Source: an optimization exercise on an open RTL-to-GDS flow (aim: small area and a short achievable clock period). Production flows keep margins and buffers that such runs may drop. At most, simulation tests tie the RTL to the original design; equivalence was not proved. No activity file was given, so power comes from the tool's default toggle rates.

==> run E: inputs <==
## riscv_ex_mem_wb
module riscv_ex_mem_wb #(
   parameter int DMEM_WORDS = 64
) (
   input  logic        clk,
   input  logic        reset,
   input  logic [31:0] PC_ID,
   input  logic [31:0] IMM_ID,
   input  logic [31:0] REG_DATA1_ID,
   input  logic [31:0] REG_DATA2_ID,
   input  logic [2:0]  FUNCT3_ID,
   input  logic [6:0]  FUNCT7_ID,
   input  logic [6:0]  OPCODE_ID,
   input  logic [4:0]  RD_ID,
   input  logic [4:0]  RS1_ID,
   input  logic [4:0]  RS2_ID,
   output logic        IF_ID_write,
   output logic        PC_write,
   output logic        PCSrc,
   output logic [31:0] PC_Branch,
   output logic        RegWrite_WB,
   output logic [31:0] ALU_DATA_WB,
   output logic [4:0]  RD_WB
);
export LEC_CHECK = 0
export CAP_MARGIN = 20
export CORE_MARGIN = 2
export CORE_UTILIZATION = 55
export CTS_CLUSTER_DIAMETER = 80
export CTS_CLUSTER_SIZE = 26
export SETUP_SLACK_MARGIN = 3.2
export SLEW_MARGIN = 20
create_clock -name core_clock -period 7.2 [get_ports {clk}]
standard.sh (not shown) runs the stock make flow with config.mk's settings and CLKGATE_MAP_FILE= SYNTH_SCRIPT=/design/flow/synth_recipe.tcl, a recipe that flattens the netlist after the stock synthesis.
==> flow/flow/run.sh <==
#!/bin/bash
# The standard layout, with plain buffers (buf_2) on the ports instead of the delay-cell
# buffers buffer_ports picks by default. Every port still gets its own buffer.
set -euo pipefail
export BUFFER_PORTS_ARGS="-buffer_cell sky130_fd_sc_hd__buf_2"
bash standard.sh > standard_flow.log 2>&1
==> inputs of run Z, as changes to run E <==
CORE_UTILIZATION = 40   (was 55)
==> inputs of run A, as changes to run E <==
--- a/flow/design.v
+++ b/flow/design.v
@@ -17,43 +17,38 @@
    output logic        PC_write,
    output logic        PCSrc,
    output logic [31:0] PC_Branch,
    output logic        RegWrite_WB,
    output logic [31:0] ALU_DATA_WB,
    output logic [4:0]  RD_WB
 );
-   localparam int AW  = $clog2(DMEM_WORDS);
-   localparam int LO  = (AW + 1) / 2;      
-   localparam int HI  = AW - LO;           
-   localparam int NLO = 1 << LO;
-   localparam int NHI = 1 << HI;
+   localparam int AW = $clog2(DMEM_WORDS);
    localparam logic [6:0] OP_R  = 7'b0110011;
    localparam logic [6:0] OP_I  = 7'b0010011;
    localparam logic [6:0] OP_LW = 7'b0000011;
    localparam logic [6:0] OP_SW = 7'b0100011;
    localparam logic [6:0] OP_BR = 7'b1100011;
    logic        id_wr, id_ld, id_st, id_br, id_bne, id_imm_sel, uses_rs2;
    logic        id_add, id_sub, id_and, id_or, id_xor, id_slt, id_sll, id_srl;
    logic [31:0] id_a, id_b;
    logic        stall, load_id;
    logic        idex_wr, idex_wa, idex_ld, idex_st, idex_br, idex_bne;
-   logic        idex_sub, idex_and, idex_or, idex_xor, idex_slt, idex_sh, idex_srl, idex_tgo;
+   logic        idex_sub, idex_and, idex_or, idex_xor, idex_slt, idex_sh, idex_srl;
    logic        idex_hz;                  
    logic        fa_ex, fa_wb, fb_ex, fb_wb, ob_ex, ob_wb;
-   logic [31:0] idex_a, idex_b, idex_opb;
+   logic [31:0] idex_a, idex_b, idex_opb, idex_tgt;
    logic [4:0]  idex_rd;
    logic [31:0] fwd_a, fwd_b, alu_b, alu_res, sum, sh_in, sh_out;
    logic        slt, taken;
    logic        exmem_wr, exmem_ld, exmem_st, pcsrc_q, squash;
-   logic [31:0] exmem_alu, exmem_store;
-   logic [NHI-1:0] rd_hi, wr_hi;
-   logic [NLO-1:0] wd_lo;      
+   logic [31:0] exmem_alu, exmem_store, exmem_target;
    logic [4:0]  exmem_rd;
    logic [31:0]          dmem [DMEM_WORDS];
    logic [DMEM_WORDS-1:0] dvalid;
+   logic [AW-1:0]        mem_addr;
    logic [31:0]          load_data;
    logic                 rw_q;
    logic [31:0]          memwb_data;
    logic [4:0]           memwb_rd;
    always_comb begin
       id_wr = 1'b0; id_ld = 1'b0; id_st = 1'b0; id_br = 1'b0; id_bne = 1'b0;
       id_imm_sel = 1'b0;
@@ -103,111 +98,106 @@
             id_bne = FUNCT3_ID[0];
          end
          default: ;
       endcase
    end
    always_comb begin
       uses_rs2    = (OPCODE_ID == OP_R) || (OPCODE_ID == OP_SW) || (OPCODE_ID == OP_BR);
-      stall       = idex_hz && ((idex_rd == RS1_ID) || (uses_rs2 && (idex_rd == RS2_ID)));
+      stall       = idex_hz && !pcsrc_q &&
+                    ((idex_rd == RS1_ID) || (uses_rs2 && (idex_rd == RS2_ID)));
       load_id     = !(pcsrc_q || squash || stall);
       IF_ID_write = !stall;
       PC_write    = !stall;
       id_a        = (RegWrite_WB && (RD_WB == RS1_ID)) ? ALU_DATA_WB : REG_DATA1_ID;
       id_b        = (RegWrite_WB && (RD_WB == RS2_ID)) ? ALU_DATA_WB : REG_DATA2_ID;
    end
    always_ff @(posedge clk or negedge reset) begin
       if (!reset) begin
          idex_wr <= 1'b0; idex_wa <= 1'b0; idex_ld <= 1'b0; idex_st <= 1'b0;
          idex_br <= 1'b0; idex_hz <= 1'b0;
          fa_ex <= 1'b0; fa_wb <= 1'b0; fb_ex <= 1'b0; fb_wb <= 1'b0;
          ob_ex <= 1'b0; ob_wb <= 1'b0;
          exmem_wr <= 1'b0; exmem_ld <= 1'b0; exmem_st <= 1'b0;
          pcsrc_q <= 1'b0; squash <= 1'b0; rw_q <= 1'b0;
-         rd_hi <= '0; wr_hi <= '0;
       end else begin
          idex_wr <= load_id && id_wr;
          idex_wa <= load_id && id_wr && !id_ld;
          idex_ld <= load_id && id_ld;
          idex_st <= load_id && id_st;
          idex_br <= load_id && id_br;
-         idex_hz <= load_id && id_ld && (RD_ID != 5'd0) && !pcsrc_q &&
-                    !(idex_br && taken);
+         idex_hz <= load_id && id_ld && (RD_ID != 5'd0) && !pcsrc_q;
          fa_ex <= (RS1_ID != 5'd0) && idex_wa && !pcsrc_q && (idex_rd == RS1_ID);
          fa_wb <= (RS1_ID != 5'd0) && exmem_wr && (exmem_rd == RS1_ID);
          fb_ex <= (RS2_ID != 5'd0) && idex_wa && !pcsrc_q && (idex_rd == RS2_ID);
          fb_wb <= (RS2_ID != 5'd0) && exmem_wr && (exmem_rd == RS2_ID);
          ob_ex <= !id_imm_sel && (RS2_ID != 5'd0) && idex_wa && !pcsrc_q && (idex_rd == RS2_ID);
          ob_wb <= !id_imm_sel && (RS2_ID != 5'd0) && exmem_wr && (exmem_rd == RS2_ID);
          exmem_wr <= idex_wr && !pcsrc_q;
          exmem_ld <= idex_ld && !pcsrc_q;
          exmem_st <= idex_st && !pcsrc_q;
          pcsrc_q  <= idex_br && !pcsrc_q && taken;
          squash   <= pcsrc_q;
          rw_q     <= exmem_wr && (exmem_rd != 5'd0);
-         for (int k = 0; k < NHI; k++) begin
-            rd_hi[k] <= idex_ld && !pcsrc_q && (sum[2+LO +: HI] == k[HI-1:0]);
-            wr_hi[k] <= idex_st && !pcsrc_q && (sum[2+LO +: HI] == k[HI-1:0]);
-         end
       end
    end
    always_ff @(posedge clk) begin
       idex_bne <= id_bne;
       idex_sub <= id_sub || id_slt;
       idex_and <= id_and;
       idex_or  <= id_or;
       idex_xor <= id_xor;
       idex_slt <= id_slt;
       idex_sh  <= id_sll || id_srl;
       idex_srl <= id_srl;
       idex_a   <= id_a;
       idex_b   <= id_b;
-      idex_tgo <= id_br;
-      idex_opb <= id_br ? PC_ID + IMM_ID : id_imm_sel ? IMM_ID : id_b;
+      idex_opb <= id_imm_sel ? IMM_ID : id_b;
+      idex_tgt <= PC_ID + IMM_ID;
       idex_rd  <= RD_ID;
    end
    always_comb begin
       fwd_a = fa_ex ? exmem_alu : fa_wb ? ALU_DATA_WB : idex_a;
       fwd_b = fb_ex ? exmem_alu : fb_wb ? ALU_DATA_WB : idex_b;
       alu_b = ob_ex ? exmem_alu : ob_wb ? ALU_DATA_WB : idex_opb;
       sum   = fwd_a + (alu_b ^ {32{idex_sub}}) + {31'd0, idex_sub};
       slt   = (fwd_a[31] ^ alu_b[31]) ? fwd_a[31] : sum[31];
       for (int i = 0; i < 32; i++) sh_in[i] = idex_srl ? fwd_a[31-i] : fwd_a[i];
       sh_out = sh_in << alu_b[4:0];
       if (idex_and)      alu_res = fwd_a & alu_b;
       else if (idex_or)  alu_res = fwd_a | alu_b;
       else if (idex_xor) alu_res = fwd_a ^ alu_b;
       else if (idex_slt) alu_res = {31'd0, slt};
-      else if (idex_tgo) alu_res = idex_opb;
       else if (idex_sh)  for (int i = 0; i < 32; i++) alu_res[i] = idex_srl ? sh_out[31-i] : sh_out[i];
       else               alu_res = sum;
       taken = idex_bne ^ (fwd_a == fwd_b);
    end
    always_ff @(posedge clk) begin
       exmem_alu    <= alu_res;
       exmem_store  <= fwd_b;
       exmem_rd     <= idex_rd;
-      for (int k = 0; k < NLO; k++) wd_lo[k] <= (sum[2 +: LO] == k[LO-1:0]);
+      exmem_target <= idex_tgt;
    end
    assign PCSrc     = pcsrc_q;
-   assign PC_Branch = exmem_alu;
+   assign PC_Branch = exmem_target;
+   assign mem_addr  = exmem_alu[AW+1:2];
    always_comb begin
       load_data = '0;
       for (int i = 0; i < DMEM_WORDS; i++)
-         if (rd_hi[i/NLO] && wd_lo[i%NLO] && dvalid[i]) load_data = load_data | dmem[i];
+         if (mem_addr == i[AW-1:0] && dvalid[i]) load_data = load_data | dmem[i];
    end
    for (genvar i = 0; i < DMEM_WORDS; i++) begin : g_word
       always_ff @(posedge clk or negedge reset) begin
          if (!reset)                                     dvalid[i] <= 1'b0;
-         else if (wr_hi[i/NLO] && wd_lo[i%NLO])              dvalid[i] <= 1'b1;
+         else if (exmem_st && mem_addr == i[AW-1:0])     dvalid[i] <= 1'b1;
       end
       always_ff @(posedge clk) begin
-         if (wr_hi[i/NLO] && wd_lo[i%NLO]) dmem[i] <= exmem_store;
+         if (exmem_st && mem_addr == i[AW-1:0]) dmem[i] <= exmem_store;
       end
    end
    always_ff @(posedge clk) begin
-      memwb_data <= load_data | (exmem_ld ? 32'd0 : exmem_alu);
+      memwb_data <= exmem_ld ? load_data : exmem_alu;
       memwb_rd   <= exmem_rd;
    end
    assign RegWrite_WB = rw_q;
    assign ALU_DATA_WB = memwb_data;
    assign RD_WB       = memwb_rd;
 endmodule
==> flow/run.sh (new file) <==
#!/bin/bash
# synth_recipe.tcl (not shown) runs the flow's synth.tcl, then flattens the netlist and writes it again
# the make line also repeats each setting of config.mk as NAME=value (left out here)
make -C /OpenROAD-flow-scripts/flow DESIGN_CONFIG=/design/flow/config.mk WORK_HOME=/design/flow/orfs CLKGATE_MAP_FILE= SYNTH_SCRIPT=/design/flow/synth_recipe.tcl finish
CORE_UTILIZATION = 40   (was 55)
CTS_CLUSTER_DIAMETER = default   (was 80)
CTS_CLUSTER_SIZE = default   (was 26)
SETUP_SLACK_MARGIN = 4.0   (was 3.2)
removed: flow/flow/run.sh
removed: flow/standard.sh
==> run notes <==
Against run E, the synthesized cell count of run A is lower by 1.8%. In run A the routed wire length is lower than in run Z, by 0.35%. Clock skew, lowest first: run A, run E, run Z. Of run A and run Z, run A has the higher utilization (gap 4.7 points). Total power, lowest first: run E, run Z, run A. Die area, highest first: run Z, run A, run E. Against run E, the critical path depth of run Z is higher by 9. Flip-flop and latch count is the same in run E and run Z.
==> figures <==
| metric | run Z | run A | run E |
|---|---|---|---|
| Logic inverters | 101 | 102 | 101 |
| Post-synthesis async set-or-reset flop share | 4.095% | 3.404% | 4.095% |
| GRT Util Overall | 36.92% | 36.83% | 49.77% |
| Seq pwr share | 60.5% | 51.1% | 61.2% |
| Post-Place Cell Area | 0.1006 sq mm | 0.1023 sq mm | 0.09920 sq mm |
| Share of cell area taken by muxes after synthesis | 4.008% | 4.129% | 4.008% |
| Number of cells produced by synthesis | 6132 | 6022 | 6132 |
| Worst Tran Pin Value | 1.272 ns | 1.311 ns | 1.342 ns |
| Multi-input gate count | 3266 | 3120 | 3266 |
| GR met3 Demand/Resource | 10.75% | 13.96% | 17.88% |
| Maximum achievable frequency | 246.0 MHz | 246.6 MHz | 240.4 MHz |
| Non-clock buffer share of cell area | 3.949% | 7.201% | 3.855% |
| Post-placement setup slack | 1.659 ns | 2.185 ns | 2.105 ns |
| Proportion of cell area occupied by multi-input gates | 23.54% | 22.73% | 23.90% |
| Outcome | timing/DRC/antenna clean | timing/DRC/antenna clean | timing/DRC/antenna clean |
| Clock network fraction of total power | 31.5% | 41.7% | 31.3% |
| Global-route wire length before repair | 593100 um | 586500 um | 571300 um |
The RTL of run A was laid out without a check of its function.

## afterwards: timing with drivers on the ports
No port has a modelled driver above. Below, the same layouts with a new extraction and two added sets of constraints. Step 1 sets driving cells, clkbuf_16 on the clock port and buf_2 on the other inputs (assumed; they add their load-dependent delay and slew). Step 2, shift: input delay + t, output delay - t, t = (earliest + latest rising clock arrival at the registers) / 2. This alone moves slack from input paths to output paths. Three values: ideal ports, drivers, drivers and shift; two values: the first two.
run | shift t [ns] | slack for setup (ns) | worst slew at a driven data input, ns
run E | 0.917 | 3.041 / 3.041 / 2.694 | 0.11
run Z | 0.908 | 3.135 / 3.135 / 2.579 | 0.12
run A | 0.994 | 3.145 / 3.063 / 3.063 | 0.15
After both steps setup and hold are still met in every run listed. The setup slack of run Z, which loses most, moves by 0.000 ns with the drivers and by -0.556 ns with both steps.
